What follows belongs to an exercise in optimizing a design on an open flow for small area, a short achievable clock period and few clock cycles; a production flow would make more cautious choices. Only simulation tests tie the RTL to the original design; equivalence was not proved. Power is estimated from default activity; no workload was simulated.

===== design.v =====
`default_nettype none
module hkre_xlate (
  input  logic [6:0] code_i,
  output logic [7:0] scan_o
);
  localparam logic [1023:0] Table = {
    8'h00, 8'h8A, 8'h00, 8'h00, 8'h00, 8'h00, 8'h00, 8'h00,
    8'h8D, 8'h74, 8'h7C, 8'h7D, 8'hA4, 8'hA3, 8'hA2, 8'hA1,
    8'h83, 8'h82, 8'h81, 8'h80, 8'h7D, 8'h7C, 8'h74, 8'h73,
    8'hF5, 8'h00, 8'hB1, 8'hF7, 8'h94, 8'h92, 8'h9F, 8'h9E,
    8'h9D, 8'h9B, 8'h9A, 8'h99, 8'h98, 8'h97, 8'h96, 8'h95,
    8'h9C, 8'hA4, 8'hA3, 8'hA2, 8'hA1, 8'hAA, 8'hA9, 8'hA7,
    8'hA8, 8'h8F, 8'h8D, 8'h8C, 8'h8E, 8'h8A, 8'h8B, 8'hB0,
    8'h7D, 8'h7C, 8'h72, 8'h71, 8'h68, 8'h67, 8'h66, 8'h65,
    8'h64, 8'h5A, 8'h59, 8'h58, 8'h57, 8'h56, 8'h00, 8'hF3,
    8'hED, 8'hFB, 8'hBF, 8'hE8, 8'hF2, 8'hBF, 8'hF7, 8'hF6,
    8'hFA, 8'hF5, 8'hF9, 8'hD4, 8'hBE, 8'hBC, 8'h71, 8'hBD,
    8'hEF, 8'hEA, 8'hE5, 8'hE0, 8'hDB, 8'hD6, 8'hD0, 8'hCB,
    8'hC5, 8'hC0, 8'hC3, 8'hDC, 8'hC8, 8'hC6, 8'hD3, 8'hE1,
    8'hD7, 8'hC7, 8'hD1, 8'hC1, 8'hF0, 8'hEB, 8'hDE, 8'hE3,
    8'hEC, 8'hE7, 8'hE2, 8'hE6, 8'hDD, 8'hD8, 8'hD2, 8'hCC,
    8'hCD, 8'hCE, 8'hD9, 8'hC2, 8'h00, 8'h00, 8'h00, 8'h00
  };
  assign scan_o = Table[{code_i, 3'b000} +: 8];
endmodule
`default_nettype wire
`default_nettype none
module hid_keyboard_report_to_key_events_core (
  input  logic        clk_i,
  input  logic        rst_ni,
  input  logic        in_valid_i,
  output logic        in_stall_o,
  input  logic [55:0] in_data_i,
  output logic        out_valid_o,
  input  logic        out_stall_i,
  output logic [9:0]  out_data_o
);
  logic [5:0][7:0] pk;       
  logic [5:0][6:0] cur_q;    
  logic [5:0][6:0] held_q;   
  logic            cv_q;     
  logic [1:0]      s_q;      
  logic [5:0]      fp_q;     
  logic [5:0]      fc_q;     
  logic [2:0]      mod_q;    
  logic [1:0]      ph_q;     
  logic [11:0]     km_q;     
  logic [11:0]     low_q;    
  logic            t_v;      
  logic [6:0]      t_key;    
  logic            t_val;    
  logic            t_last;   
  logic            stall_q;
  logic            ov_q;
  logic [9:0]      out_q;
  logic            advance;
  logic            accept;
  logic            step;
  logic            consume;
  logic [2:0]      in_mod;
  logic [5:0]      pz;       
  logic [5:0][6:0] pkc;      
  logic [5:0]      cz;       
  logic [5:0]      e0;       
  logic [5:0]      e1;       
  logic [5:0]      e2;       
  logic [5:0]      fp_n;
  logic [5:0]      fc_n;
  logic [11:0]     km_new;
  logic [11:0]     km_n;
  logic [11:0]     low_n;
  logic [11:0]     rest;
  logic [11:0]     low_k;
  logic [11:0]     low_r;
  logic [11:0]     seen_k;   
  logic [11:0]     seen_r;   
  logic [5:0]      low_cur;  
  logic [6:0]      sel_key;
  logic [7:0]      t_code;
  logic [1:0]      s_n;
  logic [1:0]      ph_n;
  assign advance = !ov_q || !out_stall_i;
  assign accept  = in_valid_i && !stall_q;
  assign step    = in_valid_i && (s_q != 2'd2);
  assign consume = advance && (km_q != '0) && (t_v ? (ph_q == 2'd0) : (ph_q == 2'd3));
  assign in_mod[0] = |(in_data_i[55:48] & 8'h22);
  assign in_mod[1] = |(in_data_i[55:48] & 8'h11);
  assign in_mod[2] = |(in_data_i[55:48] & 8'h44);
  for (genvar i = 0; i < 6; i++) begin : g_slot
    assign pk[i] = in_data_i[47-8*i -: 8];
    assign pz[i] = pk[i][7] || (pk[i][6:2] == 5'h00) || (pk[i][6:0] == 7'h39) ||
                   (pk[i][6:0] == 7'h66) || ((pk[i][6:3] == 4'hF) && (pk[i][2:0] != 3'h6));
    assign pkc[i] = pz[i] ? 7'h00 : pk[i][6:0];
    assign cz[i] = cur_q[i] == 7'h00;
    assign e0[i] = !pk[i][7] && (pk[i][6:0] == cur_q[i]);
    assign e1[i] = !pk[i][7] && (pk[i][6:0] == cur_q[(i+1)%6]);
    assign e2[i] = !pk[i][7] && (pk[i][6:0] == cur_q[(i+2)%6]);
    assign fp_n[i] = (fp_q[i] && s_q != 2'd0) || e0[i] || e1[i] || e2[i];
    assign fc_n[i] = (fc_q[i] && s_q != 2'd0) || e0[i] || e1[(i+5)%6] || e2[(i+4)%6];
    assign km_new[2*i]   = cv_q && !cz[i] && !fc_q[i];
    assign km_new[2*i+1] = !pz[i] && !(cv_q && fp_q[i]);
  end
  always_comb begin
    for (int m = 0; m < 6; m++) begin
      low_cur[m] = (s_q == 2'd1) ? low_q[2*((m+3)%6)+1] : low_q[2*m+1];
    end
    sel_key = '0;
    for (int i = 0; i < 6; i++) begin
      sel_key = sel_key | ({7{low_q[2*i]}} & held_q[i])
                        | ({7{low_cur[i]}} & cur_q[i]);
    end
  end
  assign rest = km_q & ~low_q;
  assign km_n = consume ? rest : km_q;
  assign seen_k[0] = 1'b0;
  assign seen_r[0] = 1'b0;
  for (genvar i = 0; i < 12; i++) begin : g_low
    assign low_k[i] = km_q[i] && !seen_k[i];
    assign low_r[i] = rest[i] && !seen_r[i];
    if (i < 11) begin : g_seen
      assign seen_k[i+1] = seen_k[i] || km_q[i];
      assign seen_r[i+1] = seen_r[i] || rest[i];
    end
  end
  assign low_n = consume ? low_r : low_k;
  hkre_xlate u_xlate (.code_i(t_key), .scan_o(t_code));
  assign s_n  = step ? s_q + 2'd1 : s_q;
  assign ph_n = (advance && !t_v && ph_q != 2'd0) ? ph_q + 2'd1 : ph_q;
  always_ff @(posedge clk_i or negedge rst_ni) begin
    if (!rst_ni) begin
      cv_q    <= 1'b0;
      s_q     <= 2'd0;
      stall_q <= 1'b0;
      ph_q    <= 2'd0;
      km_q    <= '0;
      t_v     <= 1'b0;
      ov_q    <= 1'b0;
    end else begin
      if (accept) begin
        cv_q    <= 1'b1;
        s_q     <= 2'd0;
        stall_q <= 1'b1;
        km_q    <= km_new;
        ph_q    <= (advance && !t_v) ? 2'd2 : 2'd1;
      end else begin
        s_q     <= s_n;
        stall_q <= !((ph_n == 2'd0) && ((consume ? rest : km_q) == '0) && (!cv_q || s_n == 2'd2));
        km_q    <= km_n;
        ph_q    <= ph_n;
      end
      if (advance) begin
        ov_q <= (ph_q != 2'd0) || t_v || accept;
        t_v  <= consume;
      end
    end
  end
  always_ff @(posedge clk_i) begin
    if (accept) begin
      cur_q <= pkc;
      mod_q <= in_mod;
    end else if (step) begin
      fc_q  <= {fc_n[2:0], fc_n[5:3]};
      cur_q <= {cur_q[2:0], cur_q[5:3]};
    end
    fp_q <= fp_n;
    if (!stall_q) held_q <= cur_q;
    low_q <= low_n;
    if (consume) begin
      t_key  <= sel_key;
      t_val  <= |(low_q & 12'b1010_1010_1010);
      t_last <= rest == '0;
    end
    if (advance) begin
      if (t_v) begin
        out_q <= {t_code, t_val, t_last};
      end else begin
        case (ph_q)
          2'd1:    out_q <= {8'hAE, mod_q[0], 1'b0};
          2'd2:    out_q <= {8'hAF, mod_q[1], 1'b0};
          2'd3:    out_q <= {8'hB1, mod_q[2], km_q == '0};
          default: out_q <= {8'hAE, in_mod[0], 1'b0};
        endcase
      end
    end
  end
  assign in_stall_o  = stall_q;
  assign out_valid_o = ov_q;
  assign out_data_o  = out_q;
endmodule
`default_nettype wire

===== flow/run.sh =====
#!/bin/bash
# Standard layout, with the port buffers made of plain buffer cells
# (buffer_ports picks a delay cell by default).
export BUFFER_PORTS_ARGS="-buffer_cell sky130_fd_sc_hd__buf_2"
bash standard.sh > standard.log 2>&1

===== standard.sh =====
#!/bin/bash
# synth_recipe.tcl (not shown) runs the flow's synth.tcl, then flattens the netlist and writes it again
# the make line also repeats each setting of config.mk as NAME=value (left out here)
make -C /OpenROAD-flow-scripts/flow DESIGN_CONFIG=/design/flow/config.mk WORK_HOME=/design/flow/orfs CLKGATE_MAP_FILE= SYNTH_SCRIPT=/design/flow/synth_recipe.tcl "${@:-finish}"

===== config.mk =====
export PLATFORM = sky130hd
export DESIGN_NAME = hid_keyboard_report_to_key_events_core
export DESIGN_NICKNAME = hid_keyboard_report_to_key_events_core
export VERILOG_FILES = /design/flow/design.v
export SDC_FILE = /design/flow/constraint.sdc
export NUM_CORES = 4
export LEC_CHECK = 0
export ABC_AREA = 1
export ABC_CLOCK_PERIOD_IN_PS = 2000
export CAP_MARGIN = 20
export CORE_MARGIN = 2
export CORE_UTILIZATION = 40
export CTS_BUF_LIST = sky130_fd_sc_hd__clkbuf_4 sky130_fd_sc_hd__clkbuf_8
export SETUP_SLACK_MARGIN = 3.0
export SLEW_MARGIN = 20

===== constraint.sdc =====
create_clock -name core_clock -period 5.0 [get_ports {clk_i}]
set_input_delay 1.0000 -clock core_clock [delete_from_list [all_inputs] [get_ports {clk_i}]]
set_output_delay 1.0000 -clock core_clock [all_outputs]
set_load 0.01 [all_outputs]

==> results of run 1 <==
==> cell families after synthesis <==
| logic type | after synthesis | share of synthesized area, % |
|---|---|---|
| adder cells (fa/ha/maj) | 17 | 2.14 |
| flip-flops | 150 | 42.5 |
| XOR/XNOR | 47 | 4.15 |
| AND/OR/NAND/NOR | 581 | 24.5 |
| AO/OA/AOI/OAI | 299 | 18.0 |
| buffers and inverters | 218 | 8.63 |
==> flip-flops by register name, indices dropped and copies added, names as in the netlist <==
register and flops:
t_v 1, held_q 42, ov_q 1, cv_q 1, s_q 2, fp_q 6, fc_q 6, t_key 7
low_q 12, ph_q 2, out_q 10, stall_q 1, t_val 1, t_last 1, km_q 12, mod_q 3
cur_q 42
==> routing by layer <==
metal,GRT usage [%],vias up,part of all wire [%]
met2,46.2,695,45
met4,12.9,4,4.6
met3,5.65,131,11
met5,0,-,0.075
li1,-,4668,-
met1,39.5,4784,39
==> synth_stat cells, types with 5 or more instances <==
library cell	number	area share [%]
a21oi_1	71	3.6
a31oi_1	6	0.38
buf_2	22	1.1
clkbuf_1	34	1.3
dfrtp_1	20	5.0
dfxtp_1	18	3.6
edfxtp_1	112	34
ha_1	17	2.1
inv_1	152	5.7
nand2_1	342	13
nand3_1	63	3.2
nand4_1	40	2.5
nor2_1	102	3.9
nor3_1	12	0.60
nor4_1	7	0.44
o2111ai_1	18	1.6
o211ai_1	10	0.76
o21ai_0	78	3.9
o21ai_1	12	0.60
o22ai_1	73	4.6
o31ai_1	5	0.38
xnor2_1	25	2.2
xor2_1	22	1.9
==> layout make-up <==
class	instances	area, sq um	area share, %
tap	324	405	3.53
clock inverter	14	150	1.31
clock buffer	18	241	2.10
sequential	150	4230	36.8
multi-input combinational	946	5080	44.2
timing repair buffer	112	747	6.50
antenna	1	2.50	0.0218
inverter	157	634	5.52
==> metrics by stage <==
| step | cell area, sq um | instances |
|---|---|---|
| detailed placement | 10500 | 1647 |
| global route | 11500 | 1722 |
| CTS | 11100 | 1697 |
| floorplan | 10100 | 1312 |
| global placement | 10500 | 1647 |
| finish | 11500 | 1722 |
==> path summary, 6_finish.rpt <==
kind                            startpoint    endpoint  slack (ns)  cells after the start
worst max-delay path               stall_q  in_stall_o        2.99                      1
worst min-delay path               fp_q[0]     fp_q[0]        0.47                      2
worst max register to register         t_v     stall_q        3.01                      9
worst min register to register     fp_q[0]     fp_q[0]        0.47                      2
max in group asynchronous           rst_ni     ph_q[1]        4.14                      1
min in group asynchronous           rst_ni         t_v        0.49                      1
==> where the power goes <==
part           switching (mW)  internal (mW)  leakage [nW]  total, mW
logic                    1.75          0.930          3.12       2.68
clock network           0.501          0.453         0.190      0.954
registers               0.448           1.71          1.40       2.16
total                    2.70           3.09          4.71       5.79
==> timing repair <==
| item | in CTS | in global routing |
|---|---|---|
| setup endpoints to repair | 139 | 78 |
| hold buffers | 0 | 0 |
| gates cloned | 1 | 2 |
| setup buffers | 17 | 22 |
| gates resized for setup | 33 | 42 |
| pin swaps | 1 | 5 |
==> flow_metrics.tcl, run 1 <==
set metrics [dict create \
    grt_max_degree 57 \
    hold_violations 0 \
    grt_setup_unrepaired "yes" \
    clock_latency_ns 0.47 \
    fin_tns_setup_ns 0 \
    power.density_nw_per_um2 504 \
    drive_gt1_share_pct 15.4 \
    ys_ff_latch 150 \
    synth-async-reset-ratio_pct 13.3 \
    relSlewSlack_pct 55.4 \
    yosys_warnings 1 \
    layout_setup_ws_ns 2.99 \
    ys_seq_area_share_pct 42.5 \
    crit_path_end_kind "primary output" \
    synth_cell_types 46 \
    synth_edf_count 112 \
    worst-setup-path-type "flip-flop to primary output" \
    critPathBufInv 1 \
    path_cells "buf_2" \
    syn_avg_cell_area_sq_um 7.57 \
    initial_core_util_pct 40.8 \
    status "finished clean" \
    cp_data_arrival_time_ns 1.01 \
    antenna_found_initial 3 \
    firstDrtPassIters 6 \
    slowest_delay_ns 0.41 \
    finalClockSkew_ns 0.0204 \
    hold_slack_ns 0.473 \
    dp_worst_setup_slack_ns 1.84 \
    crit_fanout 2 \
    drv_slew 0 \
    post-route-period-util_pct 40.3 \
    grt_pass1_wl_mm 57.3 \
    period_minus_slack_ns 2.01 \
    vdd_drop_max_mv 0.180 \
    drc 0 \
    cp_top_family "flip-flops" \
    cts_tree "built" \
    area_growth_pct 15.8 \
    clock_sinks 150 \
    syn-num-nets 1389 \
    synth_cells 1312 \
    layout_common_cells "332 x nand2_1, 136 x inv_1, 112 x edfxtp_1" \
    die_h_um 162 \
    total_power_mw 5.79 \
    fill_cells 2393 \
    avgRoutedWirePerCell_um 22.5 \
    ant_nets 0 \
    core_sq_um 24300 \
    p_leak_nw 4.71 \
    ys.flop_type "edfxtp_1" \
    final_common_cell "nand2_1" \
    num-nets-final 1461 \
    cts.path.max_buffers 2 \
    syn-cell-area_sq_um 9930 \
    slowest_stage "dfrtp_1" \
    final_util_pct 47.3 \
    routed_wl_mm 38.7 \
    cts_made_buffers 17 \
    port_buffers 69 \
    setup_viol 0 \
    drt-vias-per-instance 5.97 \
    root_buffer "clkbuf_8" \
    clk_pin_slew_ns 0.09 \
    required_ns 4.00 \
    setup.worst_path.start_class "flip-flop" \
    cts.htree.levels 4 \
    hold_path_class "flip-flop to flip-flop" \
    ios 72 \
    clock.fmax_mhz 497 \
    fp.dieW_um 162 \
    rows 57 \
    track_usage_pct 29.4 \
    maxCapViolations 0 \
    tightest_slew_ns 0.660 \
    drt_first_iter_violations 1476 \
    grt_pass1_vias 9368 \
    grt_overflow 0 \
    gp_congestion 1.01 \
    num_vias 10282 \
    dieArea_sq_um 26100 \
    hpwl_mm 27.2 \
]
Testbench counts, summed over its fixed seeds: cycles 13,752.
==> inputs of run 2 (changes only) <==
--- a/config.mk
+++ b/config.mk
@@ -8,3 +8,3 @@
 export ABC_AREA = 1
-export ABC_CLOCK_PERIOD_IN_PS = 2000
+export ABC_CLOCK_PERIOD_IN_PS = 2200
 export CAP_MARGIN = 20
@@ -13,3 +13,3 @@
 export CTS_BUF_LIST = sky130_fd_sc_hd__clkbuf_4 sky130_fd_sc_hd__clkbuf_8
-export SETUP_SLACK_MARGIN = 3.0
+export SETUP_SLACK_MARGIN = 2.8
 export SLEW_MARGIN = 20
==> flow_metrics.tcl, run 2 <==
set metrics [dict create \
    p_leak_nw 4.59 \
    hold_path_class "flip-flop to flip-flop" \
    yosysMostFrequentCell "nand2_1" \
    status "finished clean" \
    vdd_drop_max_mv 0.228 \
    fill_cells 2442 \
    synth-async-reset-ratio_pct 13.3 \
    initial_core_util_pct 40.8 \
    reg2reg_slack_ns 2.86 \
    relSlewSlack_pct 41.6 \
    die_h_um 162 \
    fp.dieW_um 162 \
    cp_data_arrival_time_ns 2.32 \
    finalClockSkew_ns 0.0250 \
    synth_cells 1312 \
    r2r_cells 7 \
    required_ns 5.17 \
    synth_cell_types 46 \
    internal_power_mw 3.01 \
    maxCapViolations 0 \
    antenna_found_initial 1 \
    crit_path_end_kind "flip-flop" \
    synth_edf_count 112 \
    port_buffers 69 \
    reg_top3 "cur_q x42, held_q x42" \
    swShare_pct 46.4 \
    setup.worst_path.start_class "input pin" \
    clk_pin_slew_ns 0.08 \
    period_minus_slack_ns 2.15 \
    grt_max_degree 53 \
    cts_tree "built" \
    ys.flop_type "edfxtp_1" \
    drv_slew 0 \
    grt_setup_unrepaired "yes" \
    p_sw_mw 2.60 \
    yosysTopAreaCell "edfxtp_1" \
    hold_depth 2 \
    num_vias 10132 \
    worst-setup-path-type "input pin to flip-flop" \
    yosys-top-cells-count "342 x nand2_1, 152 x inv_1, 112 x edfxtp_1" \
    cts.htree.levels 4 \
    core_sq_um 24300 \
    ios 72 \
    drc 0 \
    syn-cell-area_sq_um 9930 \
    final_util_pct 45.7 \
    tightest_slew_ns 0.864 \
    track_usage_pct 29.1 \
    firstDrtPassIters 8 \
    ys_seq_area_share_pct 42.5 \
    drt_first_iter_violations 1258 \
    grt_overflow 0 \
    dieArea_sq_um 26100 \
    syn-num-nets 1389 \
    ant_nets 0 \
    final_common_cell "nand2_1" \
    fin_tns_setup_ns 0 \
    p_clk_share_pct 17.7 \
    routed_wl_mm 38.0 \
    avgRoutedWirePerCell_um 22.4 \
    clock_latency_ns 0.46 \
    dp_worst_setup_slack_ns 1.94 \
    hold_violations 0 \
    combPwrFrac_pct 44.0 \
    post-route-period-util_pct 43.0 \
    gp_congestion 1.03 \
    root_buffer "clkbuf_8" \
    cts_made_buffers 17 \
    grt_pass1_vias 9152 \
    synth_top_area_share_pct 33.9 \
    grt_pass1_wl_mm 56.6 \
    num-nets-final 1437 \
    cts.path.max_buffers 2 \
    ys_ff_latch 150 \
    rows 57 \
    drive_gt1_share_pct 11.4 \
    synth.area.top_cells "edfxtp_1 34%, nand2_1 13%, inv_1 5.7%" \
    crit_fanout 8 \
    power.density_nw_per_um2 505 \
    clock.fmax_mhz 465 \
    syn_avg_cell_area_sq_um 7.57 \
    area_growth_pct 11.9 \
    drt-vias-per-instance 5.97 \
    hpwl_mm 27.6 \
    layout_setup_ws_ns 2.85 \
    setup_viol 0 \
    seqPwrFrac_pct 38.2 \
    hold_buffers 0 \
    layout_common_cells "338 x nand2_1, 145 x inv_1, 112 x edfxtp_1" \
    yosys_warnings 1 \
    clock_sinks 150 \
]
## run 2: final timing paths
kind | start | end
hold reg to reg | fp_q[0] | fp_q[0]
hold / removal | fp_q[0] | fp_q[0]
setup / recovery | in_data_i[0] | cur_q[37]
max in group asynchronous | rst_ni | t_v
min in group asynchronous | rst_ni | t_v
setup reg to reg | cur_q[5] | fc_q[3]
## run 2: cell families after synthesis
kind of cell | synth area share (%)
compound gates | 18.0
xor+xnor | 4.15
fa+ha+maj | 2.14
buf+inv | 8.63
flops | 42.5
simple gates | 24.5
## run 2: worst max-delay path, stage by stage
cell and delay [ns]:
buf_2 0.14, inv_1 0.21, nand3_1 0.15, a21oi_1 0.14, o21ai_0 0.10, o21ai_2 0.44
o22ai_1 0.14
## run 2: final cells by class
cell class	instances	area, sq um	share of cell area [%]
antenna	1	2.50	0.0225
sequential	150	4230	38.0
clock buffer	17	234	2.11
multi-input combinational	944	4920	44.3
timing repair buffer	90	538	4.84
tap	324	405	3.65
clock inverter	15	174	1.56
inverter	157	617	5.55
## run 2: power by group through the flow
stage	logic [mW]	registers, mW	clock network (mW)
4_1_cts	2.32	2.13	0.997
5_1_grt	2.72	2.15	1.05
3_3_place_gp	2.22	2.21	0
2_1_floorplan	1.65	1.91	0
3_5_place_dp	2.20	2.20	0
6_report	2.47	2.15	0.996
## run 2: stage by stage
| step | cells | cell area, sq um | hold WS, ns | total power, mW |
|---|---|---|---|---|
| after floorplan | 1312 | 9960 | 0.424 | 3.57 |
| after global placement | 1648 | 10500 | 0.443 | 4.42 |
| after detailed placement | 1648 | 10500 | 0.456 | 4.41 |
| after CTS | 1689 | 11000 | 0.470 | 5.45 |
| after global routing | 1697 | 11100 | 0.492 | 5.92 |
| final | 1698 | 11100 | 0.467 | 5.61 |
## run 2: repair_timing
action,4_1_cts,5_1_grt
buffers inserted,9,8
gates resized for setup,14,21
pin swaps,0,1
endpoints found under the setup margin,84,49
## run 2: per-layer routing
layer / up-vias / global-route usage [%] / wire, um
li1: 4619 / - / -
met1: 4775 / 40.7 / 15600
met2: 644 / 44.9 / 17000
met3: 94 / 4.80 / 3770
met4: 0 / 12.0 / 1630
met5: - / 0 / 0
==> inputs of run 3 (changes only) <==
--- a/config.mk
+++ b/config.mk
@@ -8,3 +8,3 @@
 export ABC_AREA = 1
-export ABC_CLOCK_PERIOD_IN_PS = 2200
+export ABC_CLOCK_PERIOD_IN_PS = 2100
 export CAP_MARGIN = 20
@@ -13,3 +13,3 @@
 export CTS_BUF_LIST = sky130_fd_sc_hd__clkbuf_4 sky130_fd_sc_hd__clkbuf_8
-export SETUP_SLACK_MARGIN = 2.8
+export SETUP_SLACK_MARGIN = 2.9
 export SLEW_MARGIN = 20
==> flow_metrics.tcl, run 3 <==
set metrics [dict create \
    root_buffer "clkbuf_8" \
    total_power_mw 5.63 \
    synth-async-reset-ratio_pct 13.3 \
    crit_fanout 5 \
    syn-cell-area_sq_um 9930 \
    routed_wl_mm 38.4 \
    p_leak_nw 4.59 \
    drv_slew 0 \
    dp_worst_setup_slack_ns 1.91 \
    p_clk_share_pct 17.3 \
    combPwrFrac_pct 44.6 \
    antennaDiodeCount 0 \
    avgRoutedWirePerCell_um 22.6 \
    ios 72 \
    ys_ff_latch 150 \
    grt_overflow 0 \
    reg_top3 "cur_q x42, held_q x42" \
    grt_pass1_vias 9245 \
    grt_setup_unrepaired "yes" \
    synth.area.top_cells "edfxtp_1 34%, nand2_1 13%, inv_1 5.7%" \
    maxCapViolations 0 \
    final_util_pct 46.0 \
    ant_nets 0 \
    required_ns 5.22 \
    timing.rr.end "fc_q[3]" \
    r2r_cells 7 \
    multi_input_area_sq_um 4950 \
    clk_pin_slew_ns 0.09 \
    worst-setup-path-type "flip-flop to flip-flop" \
    tightest_slew_ns 0.638 \
    syn-num-nets 1389 \
    dieArea_sq_um 26100 \
    cts_made_buffers 17 \
    cp-startpoint "cur_q[5]" \
    gp_congestion 1.00 \
    drive_gt1_share_pct 12.4 \
    internal_power_mw 2.99 \
    cts.htree.levels 4 \
    drc 0 \
    yosysMostFrequentCell "nand2_1" \
    finalClockSkew_ns 0.0208 \
    area_growth_pct 12.6 \
    num-nets-final 1439 \
    synth_cells 1312 \
    hold_violations 0 \
    port_buffers 69 \
    clock.fmax_mhz 490 \
    grt_max_degree 48 \
    die_h_um 162 \
    setup.worst_path.start_class "flip-flop" \
    rows 57 \
    drt_first_iter_violations 1475 \
    swShare_pct 47.0 \
    crit_path_end_kind "flip-flop" \
    clock_latency_ns 0.48 \
    ys_seq_area_share_pct 42.5 \
    grt_pass1_wl_mm 57.5 \
    seqPwrFrac_pct 38.1 \
    r2r_start "cur_q[5]" \
    ff_latch_area_sq_um 4230 \
    endpoint "fc_q[3]" \
    firstDrtPassIters 6 \
    fill_cells 2458 \
    vdd_drop_max_mv 0.235 \
    power.density_nw_per_um2 504 \
    synth_edf_count 112 \
    core_sq_um 24300 \
    final_common_cell "nand2_1" \
    hold_path_class "flip-flop to flip-flop" \
    post-route-period-util_pct 40.8 \
    period_minus_slack_ns 2.04 \
    setup_viol 0 \
    track_usage_pct 29.8 \
    layout_setup_ws_ns 2.96 \
    yosys-top-cells-count "342 x nand2_1, 152 x inv_1, 112 x edfxtp_1" \
    initial_core_util_pct 40.8 \
    fin_tns_setup_ns 0 \
    cts_tree "built" \
    synth_cell_types 46 \
    layout_common_cells "336 x nand2_1, 142 x inv_1, 112 x edfxtp_1" \
    relSlewSlack_pct 57.5 \
    reg2reg_slack_ns 2.96 \
    antenna_found_initial 2 \
    hold_buffers 0 \
    syn_avg_cell_area_sq_um 7.57 \
    num_vias 10079 \
    status "finished clean" \
    drt-vias-per-instance 5.93 \
    cp_data_arrival_time_ns 2.27 \
    yosysTopAreaCell "edfxtp_1" \
    cts.path.max_buffers 2 \
    synth_top_area_share_pct 33.9 \
    ys.flop_type "edfxtp_1" \
    clock_sinks 150 \
    p_sw_mw 2.64 \
    yosys_warnings 1 \
    hpwl_mm 28.0 \
    fp.dieW_um 162 \
]
-- run 3: cell counts after synthesis --
Identical to the previous run, type by type.
-- run 3: final cells by class --
| class | count | area share (%) |
|---|---|---|
| Multi-Input combinational cell | 944 | 44.3 |
| Tap cell | 324 | 3.63 |
| Sequential cell | 150 | 37.8 |
| Clock buffer | 17 | 2.09 |
| Inverter | 157 | 5.62 |
| Clock inverter | 15 | 1.52 |
| Timing Repair Buffer | 92 | 5.04 |
-- run 3: logic make-up (layout without fill, tap and decap cells) --
group / Yosys count / after routing / share of synthesized area, %
flip-flops: 150 / 150 / 42.5
AND/OR/NAND/NOR: 581 / 581 / 24.5
XOR/XNOR: 47 / 47 / 4.15
adder cells (fa/ha/maj): 17 / 17 / 2.14
buffers and inverters: 218 / 281 / 8.63
AO/OA/AOI/OAI: 299 / 299 / 18.0
-- run 3: through the flow --
step,instances,hold slack (ns),instance area [sq um]
2_1_floorplan,1312,0.424,9980
4_1_cts,1692,0.473,11100
6_report,1699,0.477,11200
5_1_grt,1699,0.509,11200
3_3_place_gp,1648,0.445,10500
3_5_place_dp,1648,0.456,10500
-- run 3: worst min path at each step --
stage              from   endpoint  slack (ns)  cells past startpoint
4_1_cts         fp_q[0]    fp_q[0]        0.47                      2
3_3_place_gp    fp_q[0]    fp_q[0]        0.45                      2
6_report        fp_q[0]    fp_q[0]        0.48                      2
5_1_grt         fp_q[0]    fp_q[0]        0.51                      2
3_5_place_dp    fp_q[0]    fp_q[0]        0.46                      2
2_1_floorplan  cur_q[0]  held_q[0]        0.42                      0
-- run 3: repair_timing --
action,4_1_cts,5_1_grt
pin swaps,0,1
endpoints found under the setup margin,87,54
endpoints found under the hold margin,0,0
gates resized for setup,23,20
cloned,0,0
setup buffers,12,7
-- run 3: power by group through the flow --
stage	Clock [mW]	Sequential (mW)	Combinational, mW
4_1_cts	0.989	2.11	2.40
2_1_floorplan	0	1.91	1.66
3_5_place_dp	0	2.21	2.22
6_report	0.976	2.14	2.51
3_3_place_gp	0	2.21	2.24
5_1_grt	1.04	2.16	2.76
-- run 3: critical path: stages, from the launching register on --
cell        delay [ns]
edfxtp_1          0.60
clkinvlp_4        0.40
o22ai_1           0.25
nor2_1            0.06
o211ai_1          0.09
nor2_1            0.15
a21oi_1           0.17
nand2_1           0.08
-- run 3: routing by layer --
metal  global-route usage, %  up-vias  share of wire (%)
met5                       0        -              0.062
met4                    14.8        4                5.0
met3                    6.01      108                 10
met2                    44.8      625                 44
met1                    40.9     4722                 41
li1                        -     4620                  -
==> inputs of run 4 (changes only) <==
--- a/config.mk
+++ b/config.mk
@@ -7,3 +7,2 @@
 export LEC_CHECK = 0
-export ABC_AREA = 1
 export ABC_CLOCK_PERIOD_IN_PS = 2100
==> flow_metrics.tcl, run 4 <==
set metrics [dict create \
    layout_setup_ws_ns 2.68 \
    setup_viol 0 \
    antennaDiodeCount 0 \
    grt_setup_unrepaired "yes" \
    avgRoutedWirePerCell_um 24.1 \
    dieArea_sq_um 26400 \
    period_minus_slack_ns 2.32 \
    r2r_start "km_q[3]" \
    clock_latency_ns 0.46 \
    num-nets-final 1133 \
    ios 72 \
    cts_tree "built" \
    synth.area.top_cells "edfxtp_1 33%, xor2_1 11%, dfrtp_1 5.0%" \
    firstDrtPassIters 5 \
    hold_violations 0 \
    worst-setup-path-type "flip-flop to flip-flop" \
    yosysMostFrequentCell "xor2_1" \
    crit_path_end_kind "flip-flop" \
    synth_cell_types 67 \
    hold_path_class "input pin to asynchronous set/reset pin" \
    setup.worst_path.start_class "flip-flop" \
    hold_slack_ns 0.493 \
    dp_worst_setup_slack_ns 1.94 \
    synth_top_area_share_pct 33.4 \
    yosysTopAreaCell "edfxtp_1" \
    yosys-top-cells-count "126 x xor2_1, 118 x clkbuf_1, 112 x edfxtp_1" \
    tightest_slew_ns 0.695 \
    synth_edf_count 112 \
    root_buffer "clkbuf_8" \
    syn-num-nets 1126 \
    drive_gt1_share_pct 23.4 \
    core_sq_um 25000 \
    reg_top3 "cur_q x42, held_q x42" \
    highest_layer "met4" \
    syn-cell-area_sq_um 10100 \
    vdd_drop_max_mv 0.250 \
    synth_cells 1049 \
    routed_wl_mm 33.7 \
    ant_nets 0 \
    r2r_cells 7 \
    drc 0 \
    gp_congestion 0.923 \
    power.density_nw_per_um2 590 \
    clock_sinks 150 \
    ys_ff_latch 150 \
    post-route-period-util_pct 46.5 \
    num_vias 8738 \
    grt_pass1_vias 8349 \
    antenna_found_initial 1 \
    maxCapViolations 0 \
    clk_pin_slew_ns 0.09 \
    relSlewSlack_pct 53.7 \
    cts_made_buffers 17 \
    drv_slew 0 \
    initial_core_util_pct 40.3 \
    cp-startpoint "km_q[3]" \
    clock.fmax_mhz 431 \
    track_usage_pct 25.8 \
    reg2reg_slack_ns 2.68 \
    total_power_mw 6.84 \
    status "finished clean" \
    ys.flop_type "edfxtp_1" \
    synth-async-reset-ratio_pct 13.3 \
    final_common_cell "xor2_1" \
    cts.path.max_buffers 2 \
    layout_common_cells "126 x xor2_1, 112 x edfxtp_1, 69 x buf_2" \
    ys_seq_area_share_pct 42.0 \
    port_buffers 69 \
    area_growth_pct 15.1 \
    drt_first_iter_violations 1192 \
    timing.rr.end "low_q[7]" \
    required_ns 5.34 \
    hold_buffers 0 \
    fp.dieW_um 163 \
    wl_met2_mm 15.2 \
    grt_max_degree 44 \
    die_h_um 163 \
    dr_wl_met3_mm 3.35 \
    crit_fanout 7 \
    finalClockSkew_ns 0.0147 \
    cts.htree.levels 4 \
    endpoint "low_q[7]" \
    yosys_warnings 1 \
    met1_length_mm 13.9 \
    hpwl_mm 22.0 \
    grt_overflow 0 \
    grt_pass1_wl_mm 51.4 \
    fin_tns_setup_ns 0 \
    syn_avg_cell_area_sq_um 9.59 \
    drt-vias-per-instance 6.25 \
    rows 58 \
    cp_data_arrival_time_ns 2.66 \
    p_leak_nw 4.23 \
]
## run 4: cell count changes in the layout (fill, tap and decap cells not counted), moves of 32 or more
cell / delta
nor4_1: +42
a22o_1: +41
a21oi_1: -51
xor2_1: +104
nand4_1: -36
nand2_1: -278
o21ai_0: -46
o22ai_1: -62
inv_1: -105
nand3_1: -32
a22oi_1: +36
nor2_1: -79
## run 4: cells by family (layout without fill, tap and decap cells)
family / count (synthesis) / count (layout) / share of synthesized area (%)
and+or+nand+nor: 290 / 291 / 15.3
buffers and inverters: 177 / 196 / 6.65
adders and majority gates: 17 / 17 / 2.11
DFF: 150 / 150 / 42.0
AOI/OAI and AO/OA: 262 / 262 / 19.8
muxes: 27 / 27 / 3.20
xor gates and xnor gates: 126 / 126 / 11.0
## run 4: through the flow
stage / utilization (%) / area, sq um / std cells
floorplan: - / 10400 / 1049
global placement: 42.1 / 10500 / 1320
detailed placement: 42.1 / 10500 / 1320
CTS: 45.3 / 11300 / 1385
global route: 46.4 / 11600 / 1399
finish: 46.4 / 11600 / 1399
## run 4: what timing repair did
item | CTS | global route
gates cloned | 6 | 0
buffers inserted | 27 | 14
gates resized for setup | 25 | 42
setup endpoints to repair | 100 | 49
pin swaps | 9 | 13
## run 4: worst min-delay path by stage
stage | start | end | slack [ns] | cells past startpoint
6_report | rst_ni | ph_q[1] | 0.49 | 1
5_1_grt | rst_ni | ph_q[1] | 0.50 | 1
4_1_cts | rst_ni | ph_q[1] | 0.50 | 1
3_5_place_dp | fp_q[2] | km_q[5] | 0.50 | 2
3_3_place_gp | fp_q[2] | km_q[5] | 0.50 | 2
2_1_floorplan | cur_q[10] | held_q[10] | 0.42 | 0
## run 4: final cells by class
cell class	count	area [sq um]
timing repair inverter	5	46.3
tap	330	413
sequential	150	4230
fill	2392	13400
clock inverter	10	179
timing repair buffer	115	742
clock buffer	22	278
inverter	44	203
multi-input combinational	723	5500
## run 4: worst max-delay path, cell delays in order (launching register included)
cell and delay [ns]:
dfrtp_1 0.39, or4_4 0.55, or4_4 0.47, o31ai_4 0.27, buf_6 0.18, buf_12 0.11, nor4_1 0.05, o21a_1 0.19
## run 4: power breakdown
group | switching [mW] | total (mW) | internal (mW)
sequential | 0.724 | 2.57 | 1.84
combinational | 1.74 | 3.20 | 1.45
clock | 0.452 | 1.08 | 0.626
total | 2.92 | 6.84 | 3.92
## run 4: routing by layer
metal	vias to the layer above	GRT usage [%]
met3	85	5.09
met1	4176	35.8
met4	0	10.5
met2	563	39.8
li1	3914	-
met5	-	0
==> inputs of run 5 (changes only) <==
--- a/config.mk
+++ b/config.mk
@@ -7,2 +7,3 @@
 export LEC_CHECK = 0
+export ABC_AREA = 1
 export ABC_CLOCK_PERIOD_IN_PS = 2100
@@ -12,2 +13,3 @@
 export CTS_BUF_LIST = sky130_fd_sc_hd__clkbuf_4 sky130_fd_sc_hd__clkbuf_8
+export GPL_TIMING_DRIVEN = 0
 export SETUP_SLACK_MARGIN = 2.9
==> flow_metrics.tcl, run 5 <==
set metrics [dict create \
    cts_tree "built" \
    num_vias 10248 \
    initial_core_util_pct 40.8 \
    p_sw_mw 2.76 \
    final_cells 1729 \
    reg2reg_slack_ns 2.86 \
    syn-cell-area_sq_um 9930 \
    worst-setup-path-type "flip-flop to flip-flop" \
    fin_tns_setup_ns 0 \
    synth_cells 1312 \
    grt_setup_unrepaired "yes" \
    vdd_drop_max_mv 0.259 \
    cts.path.max_buffers 2 \
    fp.dieW_um 162 \
    antenna_found_initial 2 \
    tightest_slew_ns 0.822 \
    use_met2_pct 49.6 \
    seqPwrFrac_pct 36.4 \
    multi_input_area_sq_um 4940 \
    ff_latch_area_sq_um 4230 \
    post-route-period-util_pct 42.9 \
    layout_common_cells "336 x nand2_1, 146 x inv_1, 112 x edfxtp_1" \
    clock_latency_ns 0.48 \
    grt_pass1_vias 9622 \
    track_usage_pct 31.9 \
    grt.busiest_layer "met2" \
    yosys_warnings 1 \
    crit_fanout 10 \
    maxCapViolations 0 \
    fill_cells 2471 \
    p_leak_nw 4.63 \
    gp_congestion 0.993 \
    cp_data_arrival_time_ns 2.33 \
    cts.htree.levels 4 \
    syn-num-nets 1389 \
    total_power_mw 5.65 \
    grt_pass1_wl_mm 61.0 \
    yosys-top-cells-count "342 x nand2_1, 152 x inv_1, 112 x edfxtp_1" \
    drt-vias-per-instance 5.93 \
    ios 72 \
    clock_sinks 150 \
    final_common_cell "nand2_1" \
    period_minus_slack_ns 2.14 \
    met3_usage_pct 6.68 \
    p_clk_share_pct 16.6 \
    routed_wl_mm 41.4 \
    grt_max_degree 43 \
    required_ns 5.18 \
    ys_ff_latch 150 \
    power.density_nw_per_um2 506 \
    swShare_pct 48.8 \
    hold_violations 0 \
    drv_slew 0 \
    hold_path_class "flip-flop to flip-flop" \
    avgRoutedWirePerCell_um 23.9 \
    num-nets-final 1469 \
    crit_path_end_kind "flip-flop" \
    combPwrFrac_pct 47.0 \
    internal_power_mw 2.89 \
    synth-async-reset-ratio_pct 13.3 \
    firstDrtPassIters 6 \
    status "finished clean" \
    synth.area.top_cells "edfxtp_1 34%, nand2_1 13%, inv_1 5.7%" \
    syn_avg_cell_area_sq_um 7.57 \
    relSlewSlack_pct 45.2 \
    rows 57 \
    drt_first_iter_violations 1211 \
    core_sq_um 24300 \
    antennaDiodeCount 0 \
    drc 0 \
    die_h_um 162 \
    ys.flop_type "edfxtp_1" \
    dp.cells 1687 \
    synth_cell_types 46 \
    grt_overflow 0 \
    synth_top_area_share_pct 33.9 \
    synth_edf_count 112 \
    root_buffer "clkbuf_8" \
    ant_nets 0 \
    reg_top3 "cur_q x42, held_q x42" \
    port_buffers 51 \
    hold_buffers 0 \
    setup_viol 0 \
    hpwl_mm 31.3 \
    cts_made_buffers 17 \
    dieArea_sq_um 26100 \
    ys_seq_area_share_pct 42.5 \
    clk_pin_slew_ns 0.10 \
    finalClockSkew_ns 0.0199 \
    clock.fmax_mhz 467 \
    setup.worst_path.start_class "flip-flop" \
    yosysMostFrequentCell "nand2_1" \
    yosysTopAreaCell "edfxtp_1" \
    drive_gt1_share_pct 12.0 \
    grt_use_met1_pct 42.8 \
    area_growth_pct 12.6 \
]
[run 5: changes by cell type after synthesis, sizes merged, moves of 36 or more]
cell	change
nand2	+280
inv	+111
a22o	-41
o21ai	+60
nand4	+36
nor2	+74
clkbuf	-81
xor2	-104
a21oi	+45
nor4	-44
o22ai	+62
a22oi	-36
[run 5: final timing paths]
check	cells past startpoint	start	endpoint
min reg2reg	0	cur_q[0]	held_q[0]
min	0	cur_q[0]	held_q[0]
max	7	s_q[1]	t_key[4]
max in group asynchronous	1	rst_ni	stall_q
max reg2reg	7	s_q[1]	t_key[4]
min in group asynchronous	1	rst_ni	stall_q
[run 5: per-layer routing]
| layer | vias to the layer above | share of wire, % |
|---|---|---|
| met2 | 591 | 44 |
| met4 | 4 | 4.8 |
| met3 | 119 | 9.7 |
| met1 | 4846 | 41 |
| li1 | 4688 | - |
| met5 | - | 0.065 |
[run 5: cell type report]
type	instances	share of cell area, %
inverter	157	5.34
clock buffer	17	2.09
clock inverter	15	1.37
multi-input combinational	944	44.2
timing repair inverter	2	0.112
sequential	150	37.8
tap	324	3.63
buffer	61	2.60
timing repair buffer	59	2.82
[run 5: cells by family (layout without fill, tap and decap cells)]
family	after synthesis	count (layout)	synth area share, %
AND/OR/NAND/NOR	581	581	24.5
adder cells (fa/ha/maj)	17	17	2.14
buffers and inverters	218	311	8.63
XOR/XNOR	47	47	4.15
AO/OA/AOI/OAI	299	299	18.0
flip-flops	150	150	42.5
[run 5: power by group through the flow]
stage,logic (mW),clock network [mW],registers [mW]
finish,2.66,0.939,2.06
global route,2.90,0.994,2.07
CTS,2.56,0.944,2.03
detailed placement,2.49,0,2.07
global placement,2.53,0,2.08
floorplan,1.66,0,1.91
[run 5: worst max-delay path, cell delays in order (launching register included)]
cell,delay (ns)
dfrtp_1,0.36
inv_1,0.07
ha_1,0.25
buf_4,0.21
o21ai_2,0.43
o22ai_1,0.13
nor2_1,0.22
o2111ai_1,0.19
[run 5: per-stage QoR]
step           hold slack [ns]  setup slack [ns]  instance area (sq um)  util [%]
2_1_floorplan            0.424              2.91                   9980         -
3_3_place_gp             0.428              1.97                  10600      43.8
3_5_place_dp             0.445              1.94                  10600      43.8
4_1_cts                  0.457              2.81                  11100      45.7
5_1_grt                  0.468              2.77                  11200      45.9
6_report                 0.461              2.86                  11200      45.9
[run 5: what timing repair did]
action | 4_1_cts | 5_1_grt
pin swaps | 0 | 1
resized for setup | 14 | 24
cloned | 2 | 0
setup buffers | 5 | 3
endpoints found under the setup margin | 139 | 53
==> inputs of run 6 (changes only) <==
--- a/config.mk
+++ b/config.mk
@@ -13,3 +13,4 @@
 export CTS_BUF_LIST = sky130_fd_sc_hd__clkbuf_4 sky130_fd_sc_hd__clkbuf_8
-export GPL_TIMING_DRIVEN = 0
+export CTS_CLUSTER_DIAMETER = 80
+export CTS_CLUSTER_SIZE = 30
 export SETUP_SLACK_MARGIN = 2.9
==> flow_metrics.tcl, run 6 <==
set metrics [dict create \
    status "finished clean" \
    synth_cells 1312 \
    grt_setup_unrepaired "yes" \
    multi_input_area_sq_um 4950 \
    synthSimpleGateAreaFrac_pct 24.5 \
    synth_cell_types 46 \
    fin_tns_setup_ns 0 \
    maxCapViolations 0 \
    final_cells 1699 \
    synth_top_family_by_area "simple AND/OR/NAND/NOR gates" \
    p_clk_share_pct 17.3 \
    antennaDiodeCount 0 \
    ios 72 \
    power.density_nw_per_um2 504 \
    total_power_mw 5.63 \
    swShare_pct 47.0 \
    finalInstanceArea_sq_um 11200 \
    synth_edf_count 112 \
    vdd_drop_max_mv 0.235 \
    dpl-instance-area_sq_um 10500 \
    dp.cells 1648 \
    final_common_cell "nand2_1" \
    synth_compound_area_share_pct 18.0 \
    hold_buffers 0 \
    ant_nets 0 \
    period_minus_slack_ns 2.04 \
    clk_pin_slew_ns 0.09 \
    yosys_warnings 1 \
    drt_first_iter_violations 1475 \
    cts.path.max_buffers 2 \
    grt_max_degree 48 \
    firstDrtPassIters 6 \
    yosysTopAreaCell "edfxtp_1" \
    setup.worst_path.start_class "flip-flop" \
    num_vias 10079 \
    dp_worst_setup_slack_ns 1.91 \
    grt_overflow 0 \
    ys.flop_type "edfxtp_1" \
    ys_seq_area_share_pct 42.5 \
    gp_congestion 1.00 \
    num-nets-final 1439 \
    rows 57 \
    synth_adder_area_share_pct 2.14 \
    layout_setup_ws_ns 2.96 \
    setup_viol 0 \
    antenna_found_initial 2 \
    synth-async-reset-ratio_pct 13.3 \
    hold_violations 0 \
    track_usage_pct 29.8 \
    fill_cells 2458 \
    required_ns 5.22 \
    worst-setup-path-type "flip-flop to flip-flop" \
    cts.htree.levels 4 \
    cp_data_arrival_time_ns 2.27 \
    yosysMostFrequentCell "nand2_1" \
    fp.dieW_um 162 \
    tightest_slew_ns 0.638 \
    crit_path_end_kind "flip-flop" \
    drv_slew 0 \
    initial_core_util_pct 40.8 \
    dieArea_sq_um 26100 \
    seqPwrFrac_pct 38.1 \
    cts_made_buffers 17 \
    finalClockSkew_ns 0.0208 \
    hpwl_mm 28.0 \
    port_buffers 69 \
    area_growth_pct 12.6 \
    hold_path_class "flip-flop to flip-flop" \
    relSlewSlack_pct 57.5 \
    reg_top3 "cur_q x42, held_q x42" \
    p_leak_nw 4.59 \
    synthMuxAreaShare_pct 0 \
    avgRoutedWirePerCell_um 22.6 \
    crit_fanout 5 \
    drive_gt1_share_pct 12.4 \
    syn_avg_cell_area_sq_um 7.57 \
    ff_latch_area_sq_um 4230 \
    root_buffer "clkbuf_8" \
    routed_wl_mm 38.4 \
    syn-cell-area_sq_um 9930 \
    layout_common_cells "336 x nand2_1, 142 x inv_1, 112 x edfxtp_1" \
    grt_pass1_vias 9245 \
    synth-xor-area-share_pct 4.15 \
    combPwrFrac_pct 44.6 \
    die_h_um 162 \
    post-route-period-util_pct 40.8 \
    clock_latency_ns 0.48 \
    internal_power_mw 2.99 \
    cts_tree "built" \
    synth.area.top_cells "edfxtp_1 34%, nand2_1 13%, inv_1 5.7%" \
    p_sw_mw 2.64 \
    drt-vias-per-instance 5.93 \
    core_sq_um 24300 \
    syn-num-nets 1389 \
    drc 0 \
    ys_ff_latch 150 \
    synth_top_area_share_pct 33.9 \
    grt_pass1_wl_mm 57.5 \
    yosys-top-cells-count "342 x nand2_1, 152 x inv_1, 112 x edfxtp_1" \
    clock.fmax_mhz 490 \
    clock_sinks 150 \
]
run 6: timing repair:
item	4_1_cts	5_1_grt
pin swaps	0	1
gates resized for setup	23	20
buffers inserted	12	7
endpoints found under the setup margin	87	54
run 6: cell type report:
| cell class | count | area share [%] |
|---|---|---|
| multi-input combinational | 944 | 44.3 |
| sequential | 150 | 37.8 |
| inverter | 157 | 5.62 |
| timing repair buffer | 92 | 5.04 |
| tap | 324 | 3.63 |
| clock buffer | 17 | 2.09 |
| clock inverter | 15 | 1.52 |
run 6: cell families after synthesis:
kind of cell               after synthesis
DFF                                    150
adders and majority gates               17
xor gates and xnor gates                47
buffers and inverters                  218
AOI/OAI and AO/OA                      299
and+or+nand+nor                        581
run 6: per-stage QoR:
step	hold WS [ns]	util, %
after floorplan	0.424	-
after global placement	0.445	43.1
after detailed placement	0.456	43.1
after CTS	0.473	45.5
after global routing	0.509	46.0
final	0.477	46.0
run 6: worst paths after layout:
kind,slack (ns),endpoint,cells past startpoint,from
worst max-delay path,2.96,fc_q[3],7,cur_q[5]
worst min-delay path,0.48,fp_q[0],2,fp_q[0]
worst max register to register,2.96,fc_q[3],7,cur_q[5]
worst min register to register,0.48,fp_q[0],2,fp_q[0]
max in group asynchronous,4.11,ph_q[0],1,rst_ni
min in group asynchronous,0.51,km_q[10],1,rst_ni
run 6: power by group through the flow:
| stage | sequential [mW] | clock, mW | combinational (mW) |
|---|---|---|---|
| finish | 2.14 | 0.976 | 2.51 |
| global route | 2.16 | 1.04 | 2.76 |
| CTS | 2.11 | 0.989 | 2.40 |
| detailed placement | 2.21 | 0 | 2.22 |
| global placement | 2.21 | 0 | 2.24 |
| floorplan | 1.91 | 0 | 1.66 |
run 6: layer usage:
metal  wire [um]  GRT usage [%]
met5          24              0
met4        1930           14.8
met3        3840           6.01
met2       16800           44.8
met1       15800           40.9
run 6: critical path, cell delays in order, from the launching register on:
cell and delay, ns:
edfxtp_1 0.60, clkinvlp_4 0.40, o22ai_1 0.25, nor2_1 0.06
o211ai_1 0.09, nor2_1 0.15, a21oi_1 0.17, nand2_1 0.08
==> inputs of run 7 (changes only) <==
--- a/config.mk
+++ b/config.mk
@@ -11,6 +11,5 @@
 export CORE_MARGIN = 2
-export CORE_UTILIZATION = 40
+export CORE_UTILIZATION = 60
 export CTS_BUF_LIST = sky130_fd_sc_hd__clkbuf_4 sky130_fd_sc_hd__clkbuf_8
-export CTS_CLUSTER_DIAMETER = 80
-export CTS_CLUSTER_SIZE = 30
+export PLACE_DENSITY = 0.75
 export SETUP_SLACK_MARGIN = 2.9
==> flow_metrics.tcl, run 7 <==
set metrics [dict create \
    seqPwrFrac_pct 38.1 \
    cp_data_arrival_time_ns 2.44 \
    reg_top3 "cur_q x42, held_q x42" \
    ys_seq_area_share_pct 42.5 \
    hpwl_mm 26.2 \
    synthSimpleGateAreaFrac_pct 24.5 \
    final_common_cell "nand2_1" \
    internal_power_mw 3.02 \
    yosysTopAreaCell "edfxtp_1" \
    synth_cells 1312 \
    core_sq_um 16300 \
    synth_adder_area_share_pct 2.14 \
    synth.area.top_cells "edfxtp_1 34%, nand2_1 13%, inv_1 5.7%" \
    period_minus_slack_ns 2.11 \
    drt_first_iter_violations 1764 \
    post-route-period-util_pct 42.2 \
    cts.htree.levels 4 \
    setup.worst_path.start_class "flip-flop" \
    rows 47 \
    grt_pass1_vias 9448 \
    fp.dieW_um 133 \
    cts.path.max_buffers 2 \
    synth-xor-area-share_pct 4.15 \
    ys.flop_type "edfxtp_1" \
    combPwrFrac_pct 43.6 \
    clk_pin_slew_ns 0.10 \
    fill_cells 1433 \
    finalClockSkew_ns 0.0217 \
    tightest_slew_ns 1.01 \
    fin_tns_setup_ns 0 \
    swShare_pct 46.8 \
    num_vias 10408 \
    p_leak_nw 4.57 \
    hold_path_class "input pin to asynchronous set/reset pin" \
    crit_fanout 5 \
    initial_core_util_pct 60.7 \
    yosys_warnings 1 \
    synth_compound_area_share_pct 18.0 \
    gp_congestion 1.12 \
    maxCapViolations 0 \
    drt-vias-per-instance 6.53 \
    routed_wl_mm 37.0 \
    status "finished clean" \
    total_power_mw 5.67 \
    syn-num-nets 1389 \
    ios 72 \
    firstDrtPassIters 6 \
    cts_made_buffers 17 \
    p_sw_mw 2.65 \
    hold_violations 0 \
    required_ns 5.33 \
    root_buffer "clkbuf_8" \
    drive_gt1_share_pct 11.7 \
    cts_tree "built" \
    power.density_nw_per_um2 516 \
    clock.fmax_mhz 474 \
    drc 0 \
    antenna_found_initial 0 \
    area_growth_pct 10.5 \
    worst-setup-path-type "flip-flop to flip-flop" \
    grt_setup_unrepaired "yes" \
    grt_overflow 0 \
    syn_avg_cell_area_sq_um 7.57 \
    p_clk_share_pct 18.3 \
    clock_latency_ns 0.47 \
    track_usage_pct 41.4 \
    synth_edf_count 112 \
    setup_viol 0 \
    relSlewSlack_pct 32.1 \
    synthMuxAreaShare_pct 0 \
    synth_cell_types 46 \
    synth_top_family_by_area "simple AND/OR/NAND/NOR gates" \
    yosys-top-cells-count "342 x nand2_1, 152 x inv_1, 112 x edfxtp_1" \
    clock_sinks 150 \
    avgRoutedWirePerCell_um 23.2 \
    vdd_drop_max_mv 0.275 \
    yosysMostFrequentCell "nand2_1" \
    ys_ff_latch 150 \
    dieArea_sq_um 17600 \
    layout_common_cells "337 x nand2_1, 144 x inv_1, 112 x edfxtp_1" \
    ant_nets 0 \
    synth_top_area_share_pct 33.9 \
    syn-cell-area_sq_um 9930 \
    synth-async-reset-ratio_pct 13.3 \
    grt_max_degree 58 \
    port_buffers 69 \
    num-nets-final 1436 \
    crit_path_end_kind "flip-flop" \
    die_h_um 133 \
    drv_slew 0 \
    hold_buffers 0 \
    grt_pass1_wl_mm 54.7 \
]
run 7: cell counts after synthesis:
No cell type changed its count.
run 7: worst max-delay path: stages (launching register included):
cell and delay [ns]:
edfxtp_1 0.60, inv_1 0.36, nand4_1 0.28, o41ai_1 0.63
nand2_1 0.09
run 7: path summary, 6_finish.rpt:
path	to	startpoint	slack [ns]	cells after the start
worst max-delay path	km_q[8]	cur_q[28]	2.89	4
worst min-delay path	ph_q[0]	rst_ni	0.47	1
worst max register to register	km_q[8]	cur_q[28]	2.89	4
worst min register to register	fp_q[0]	fp_q[0]	0.52	2
max in group asynchronous	t_v	rst_ni	4.17	1
min in group core_clock	fp_q[0]	fp_q[0]	0.52	2
run 7: logic make-up (layout without fill, tap and decap cells):
| logic type | Yosys count | count (layout) |
|---|---|---|
| fa+ha+maj | 17 | 17 |
| simple gates | 581 | 582 |
| compound gates | 299 | 299 |
| xor+xnor | 47 | 47 |
| other cells | 0 | 1 |
| flops | 150 | 150 |
| buf+inv | 218 | 277 |
run 7: power by group through the flow:
stage	logic, mW	registers, mW	clock network (mW)
global route	2.69	2.14	1.08
detailed placement	2.20	2.20	0
floorplan	1.66	1.91	0
finish	2.47	2.16	1.04
global placement	2.18	2.20	0
CTS	2.34	2.11	1.03
run 7: per-stage QoR:
stage | setup WS (ns) | cells | hold slack, ns | util, % | cell area [sq um]
2_1_floorplan | 2.91 | 1312 | 0.424 | - | 9980
3_3_place_gp | 2.15 | 1544 | 0.487 | 63.3 | 10400
3_5_place_dp | 2.11 | 1544 | 0.483 | 63.3 | 10400
4_1_cts | 2.77 | 1587 | 0.483 | 66.6 | 10900
5_1_grt | 2.81 | 1592 | 0.492 | 67.1 | 11000
6_report | 2.89 | 1593 | 0.472 | 67.1 | 11000
run 7: final cells by class:
| cell class | instances | area, sq um | area share [%] |
|---|---|---|---|
| clock inverter | 14 | 193 | 1.76 |
| timing repair buffer | 86 | 473 | 4.31 |
| tap | 220 | 275 | 2.51 |
| clock buffer | 18 | 241 | 2.20 |
| sequential | 150 | 4230 | 38.5 |
| inverter | 157 | 613 | 5.59 |
| antenna | 1 | 2.50 | 0.0228 |
| timing repair inverter | 2 | 10.0 | 0.0912 |
| multi-input combinational | 945 | 4940 | 45.0 |
run 7: repair_timing:
action	in CTS	in global routing
endpoints found under the setup margin	140	51
resized for setup	10	14
pin swaps	0	1
gates cloned	2	1
setup buffers	9	4
run 7: per-layer routing:
| layer | routed length [um] | GRT usage [%] | vias up |
|---|---|---|---|
| li1 | - | - | 4626 |
| met1 | 12800 | 50.7 | 4672 |
| met2 | 16400 | 64.9 | 892 |
| met3 | 4880 | 10.8 | 218 |
| met4 | 2940 | 26.9 | 0 |
| met5 | 0 | 0 | - |
==> inputs of run 8 (changes only) <==
==> flow/run.sh (replaced) <==
#!/bin/bash
# Standard layout, with the port buffers made of plain buffer cells
# (buffer_ports picks a delay cell by default).
export BUFFER_PORTS_ARGS="-buffer_cell sky130_fd_sc_hd__buf_1"
bash standard.sh > standard.log 2>&1
--- a/config.mk
+++ b/config.mk
@@ -11,5 +11,4 @@
 export CORE_MARGIN = 2
-export CORE_UTILIZATION = 60
+export CORE_UTILIZATION = 40
 export CTS_BUF_LIST = sky130_fd_sc_hd__clkbuf_4 sky130_fd_sc_hd__clkbuf_8
-export PLACE_DENSITY = 0.75
 export SETUP_SLACK_MARGIN = 2.9
==> flow_metrics.tcl, run 8 <==
set metrics [dict create \
    combPwrFrac_pct 44.6 \
    avgRoutedWirePerCell_um 22.6 \
    fp.dieW_um 162 \
    reg2reg_slack_ns 2.93 \
    fin_tns_setup_ns 0 \
    drc 0 \
    initial_core_util_pct 40.8 \
    swShare_pct 47.2 \
    yosys_warnings 1 \
    syn-num-nets 1389 \
    root_buffer "clkbuf_8" \
    cp_data_arrival_time_ns 2.29 \
    rows 57 \
    cts.htree.levels 4 \
    setup_viol 0 \
    antennaDiodeCount 0 \
    setup.worst_path.start_class "input pin" \
    routed_wl_mm 38.4 \
    drt_first_iter_violations 1329 \
    vdd_drop_max_mv 0.235 \
    grt_pass1_wl_mm 57.2 \
    hold_violations 0 \
    reg_top3 "cur_q x42, held_q x42" \
    synth_top_area_share_pct 33.9 \
    highest_layer "met4" \
    ios 72 \
    post-route-period-util_pct 42.0 \
    yosysTopAreaCell "edfxtp_1" \
    cts_tree "built" \
    ys_seq_area_share_pct 42.5 \
    track_usage_pct 29.4 \
    timing.rr.end "out_q[6]" \
    grt_setup_unrepaired "yes" \
    clk_pin_slew_ns 0.09 \
    finalClockSkew_ns 0.0192 \
    p_leak_nw 4.43 \
    finalInstanceArea_sq_um 11100 \
    clock_latency_ns 0.46 \
    p_clk_share_pct 17.2 \
    core_sq_um 24300 \
    layout_common_cells "333 x nand2_1, 145 x inv_1, 112 x edfxtp_1" \
    period_minus_slack_ns 2.10 \
    met1_length_mm 15.7 \
    final_common_cell "nand2_1" \
    grt_max_degree 54 \
    synth_cell_types 46 \
    ant_nets 0 \
    cts_made_buffers 17 \
    hp-start "fp_q[0]" \
    gp_congestion 0.998 \
    p_sw_mw 2.65 \
    yosys-top-cells-count "342 x nand2_1, 152 x inv_1, 112 x edfxtp_1" \
    num-nets-final 1440 \
    drive_gt1_share_pct 7.99 \
    num_vias 10121 \
    hold_buffers 0 \
    tightest_slew_ns 0.656 \
    dp.cells 1648 \
    internal_power_mw 2.97 \
    path_cells "buf_1 -> nand3_1 -> a21oi_1 -> o21ai_0 -> o21ai_2 -> buf_4 -> o22ai_1" \
    power.density_nw_per_um2 505 \
    firstDrtPassIters 6 \
    clock.fmax_mhz 476 \
    hold_depth 2 \
    drv_slew 0 \
    slowest_stage "buf_1" \
    crit_fanout 7 \
    r2r_cells 10 \
    synth_cells 1312 \
    drt-vias-per-instance 5.95 \
    maxCapViolations 0 \
    die_h_um 162 \
    ys.flop_type "edfxtp_1" \
    grt_overflow 0 \
    whs_endpoint "fp_q[0]" \
    fill_cells 2508 \
    synth.area.top_cells "edfxtp_1 34%, nand2_1 13%, inv_1 5.7%" \
    slowest_delay_ns 0.41 \
    hold_path_class "flip-flop to flip-flop" \
    port_buffers 69 \
    syn-cell-area_sq_um 9930 \
    yosysMostFrequentCell "nand2_1" \
    dpl-instance-area_sq_um 10400 \
    final_util_pct 45.8 \
    crit_path_end_kind "flip-flop" \
    final_cells 1700 \
    grt_pass1_vias 9340 \
    ys_ff_latch 150 \
    dieArea_sq_um 26100 \
    cts.path.max_buffers 2 \
    synth_edf_count 112 \
    relSlewSlack_pct 56.3 \
    area_growth_pct 12.2 \
    syn_avg_cell_area_sq_um 7.57 \
    r2r_start "t_key[0]" \
    required_ns 5.19 \
    worst-setup-path-type "input pin to flip-flop" \
    dr_wl_met3_mm 3.76 \
    antenna_found_initial 1 \
    wl_met2_mm 17.1 \
    synth-async-reset-ratio_pct 13.3 \
    status "finished clean" \
    clock_sinks 150 \
    seqPwrFrac_pct 38.2 \
    hpwl_mm 27.8 \
]
-- run 8: how the worst max path moves through the flow --
stage	startpoint	depth (start not counted)	end
3_5_place_dp	in_valid_i	7	cur_q[0]
5_1_grt	t_key[4]	9	out_q[6]
3_3_place_gp	in_valid_i	6	cur_q[0]
2_1_floorplan	stall_q	7	cur_q[40]
4_1_cts	stall_q	8	cur_q[0]
6_report	in_data_i[1]	7	cur_q[35]
-- run 8: stage by stage --
stage | power [mW] | setup WS, ns | hold slack (ns)
global route | 5.94 | 2.81 | 0.497
finish | 5.62 | 2.90 | 0.485
floorplan | 3.57 | 2.91 | 0.424
CTS | 5.47 | 2.90 | 0.477
detailed placement | 4.40 | 1.81 | 0.460
global placement | 4.42 | 1.86 | 0.448
-- run 8: critical path: cells and delay by family --
| kind | cells | cell delay, ns |
|---|---|---|
| AND/OR/NAND/NOR | 1 | 0.18 |
| buffers and inverters | 2 | 0.60 |
| AO/OA/AOI/OAI | 4 | 0.50 |
-- run 8: layout make-up --
class                   instances  area [sq um]  area share [%]
clock buffers                  17           234            2.10
inverters                     157           621            5.57
flip-flops and latches        150          4230            37.9
clock inverters                15           168            1.51
multi-input cells             945          5000            44.9
repair buffers                 92           479            4.30
well taps                     324           405            3.64
-- run 8: repair_timing --
| item | in CTS | in global routing |
|---|---|---|
| resized for setup | 22 | 29 |
| buffers inserted | 16 | 3 |
| gates cloned | 0 | 1 |
| setup endpoints to repair | 87 | 54 |
| pin swaps | 2 | 2 |
-- run 8: metal layers --
layer  up-vias  track usage, %
met2       612            45.1
li1       4628               -
met3        91            5.60
met1      4790            40.0
met4         0            14.0
met5         -               0
-- run 8: logic make-up after synthesis --
| family | count (synthesis) | synth area share (%) |
|---|---|---|
| AO/OA/AOI/OAI | 299 | 18.0 |
| XOR/XNOR | 47 | 4.15 |
| adder cells (fa/ha/maj) | 17 | 2.14 |
| buffers and inverters | 218 | 8.63 |
| flip-flops | 150 | 42.5 |
| AND/OR/NAND/NOR | 581 | 24.5 |
-- run 8: power by group through the flow --
stage                     registers (mW)  logic (mW)  clock network [mW]
after floorplan                     1.91        1.66                   0
after global placement              2.24        2.18                   0
after detailed placement            2.23        2.17                   0
after CTS                           2.12        2.37               0.978
after global routing                2.16        2.75                1.03
final                               2.15        2.50               0.968
==> inputs of run 9 (changes only) <==
==> run.sh (new file) <==
#!/bin/bash
# synth_recipe.tcl (not shown) runs the flow's synth.tcl, then flattens the netlist and writes it again
# the make line also repeats each setting of config.mk as NAME=value (left out here)
make -C /OpenROAD-flow-scripts/flow DESIGN_CONFIG=/design/flow/config.mk WORK_HOME=/design/flow/orfs CLKGATE_MAP_FILE= SYNTH_SCRIPT=/design/flow/synth_recipe.tcl finish
removed: flow/run.sh
removed: standard.sh
==> flow_metrics.tcl, run 9 <==
set metrics [dict create \
    status "finished clean" \
    ant_nets 0 \
    cp_data_arrival_time_ns 2.47 \
    required_ns 5.39 \
    synth_edf_count 112 \
    dieArea_sq_um 26100 \
    clock.fmax_mhz 482 \
    grt_setup_unrepaired "no" \
    hold_violations 0 \
    tightest_slew_ns 0.652 \
    ys_ff_latch 150 \
    vdd_drop_max_mv 0.290 \
    final_common_cell "nand2_1" \
    worst-setup-path-type "input pin to flip-flop" \
    fp.dieW_um 162 \
    p_leak_nw 4.80 \
    cts_made_buffers 17 \
    syn-num-nets 1389 \
    crit_path_end_kind "flip-flop" \
    gp_congestion 1.01 \
    hold_buffers 0 \
    layout_common_cells "329 x nand2_1, 138 x inv_1, 112 x edfxtp_1" \
    ios 72 \
    crit_fanout 8 \
    cts.path.max_buffers 2 \
    reg2reg_slack_ns 2.95 \
    reg_top3 "cur_q x42, held_q x42" \
    yosys-top-cells-count "342 x nand2_1, 152 x inv_1, 112 x edfxtp_1" \
    finalClockSkew_ns 0.0217 \
    hpwl_mm 28.1 \
    finalInstanceArea_sq_um 11700 \
    power.density_nw_per_um2 496 \
    area_growth_pct 17.6 \
    antennaDiodeCount 0 \
    grt_pass1_vias 9452 \
    hold_path_class "flip-flop to flip-flop" \
    grt_max_degree 45 \
    firstDrtPassIters 6 \
    hp-start "fp_q[0]" \
    cts.htree.levels 4 \
    cts_tree "built" \
    hold_depth 2 \
    core_sq_um 24300 \
    setup.worst_path.start_class "input pin" \
    drv_slew 0 \
    yosysMostFrequentCell "nand2_1" \
    avgRoutedWirePerCell_um 22.6 \
    rows 57 \
    antenna_found_initial 1 \
    num-nets-final 1456 \
    setup_viol 0 \
    drive_gt1_share_pct 11.2 \
    dpl-instance-area_sq_um 10800 \
    initial_core_util_pct 40.8 \
    yosysTopAreaCell "edfxtp_1" \
    r2r_cells 12 \
    num_vias 10189 \
    fin_tns_setup_ns 0 \
    synth-async-reset-ratio_pct 13.3 \
    synth.area.top_cells "edfxtp_1 34%, nand2_1 13%, inv_1 5.7%" \
    ys_seq_area_share_pct 42.5 \
    path_cells "dlygate4sd2_1 -> inv_1 -> nand4_1 -> o21ai_0 -> a21oi_1 -> nand3_4 -> buf_4 -> o22ai_1" \
    syn-cell-area_sq_um 9930 \
    die_h_um 162 \
    routed_wl_mm 38.7 \
    port_buffers 69 \
    synth_top_area_share_pct 33.9 \
    grt_pass1_wl_mm 58.2 \
    clock_sinks 150 \
    timing.rr.end "out_q[4]" \
    fill_cells 2436 \
]
==> run 9: cell counts after synthesis <==
Identical to the previous run, type by type.
==> run 9: per-stage QoR <==
step / setup WS, ns / util, % / total power [mW] / instances / hold slack, ns
global route: 2.89 / 48.0 / 6.10 / 1716 / 0.492
CTS: 2.88 / 47.5 / 5.58 / 1709 / 0.473
floorplan: 2.91 / - / 3.57 / 1312 / 0.424
global placement: 2.02 / 44.6 / 4.49 / 1649 / 0.448
finish: 2.92 / 48.0 / 5.80 / 1716 / 0.478
detailed placement: 2.01 / 44.6 / 4.47 / 1649 / 0.454
==> run 9: repair_timing <==
action / CTS / global route
pin swaps: 10 / 5
buffers inserted: 26 / 5
gates resized for setup: 115 / 58
gates cloned: 2 / 2
endpoints found under the setup margin: 154 / 129
==> run 9: cells by family (layout without fill, tap and decap cells) <==
family | count (synthesis) | after routing | synth area share (%)
flops | 150 | 150 | 42.5
simple gates | 581 | 583 | 24.5
fa+ha+maj | 17 | 17 | 2.14
xor+xnor | 47 | 47 | 4.15
compound gates | 299 | 299 | 18.0
buf+inv | 218 | 296 | 8.63
==> run 9: worst max-delay path, delay by kind of cell <==
family / cells / cell delay (ns)
AOI/OAI and AO/OA: 3 / 0.42
buffers and inverters: 3 / 0.76
and+or+nand+nor: 2 / 0.28
==> run 9: routing by layer <==
layer | track usage, % | routed length [um] | vias to the layer above | share of wire, %
met4 | 13.5 | 1790 | 2 | 4.6
met1 | 40.1 | 15700 | 4755 | 41
li1 | - | - | 4664 | -
met3 | 6.42 | 4220 | 129 | 11
met2 | 46.0 | 17000 | 639 | 44
met5 | 0 | 11 | - | 0.028
==> run 9: area by class of cell <==
type / instances / area, sq um / area share (%)
clock buffers: 18 / 241 / 2.07
clock inverters: 14 / 161 / 1.38
inverters: 157 / 618 / 5.29
multi-input cells: 946 / 5090 / 43.5
flip-flops and latches: 150 / 4230 / 36.2
well taps: 324 / 405 / 3.47
repair buffers: 107 / 941 / 8.06
==> run 9: worst max-delay path by stage <==
stage,start,endpoint,slack (ns),cells after the start
2_1_floorplan,stall_q,cur_q[40],2.91,7
3_3_place_gp,out_stall_i,low_q[10],2.02,8
3_5_place_dp,in_data_i[36],cur_q[9],2.01,7
4_1_cts,t_key[1],out_q[6],2.88,10
5_1_grt,t_key[0],out_q[5],2.89,14
6_report,in_data_i[45],km_q[1],2.92,8
==> run 9: where the power goes <==
part	internal (mW)	switching [mW]	leakage (nW)	total (mW)
combinational	0.907	1.74	3.20	2.65
clock	0.463	0.522	0.202	0.985
sequential	1.71	0.453	1.40	2.16
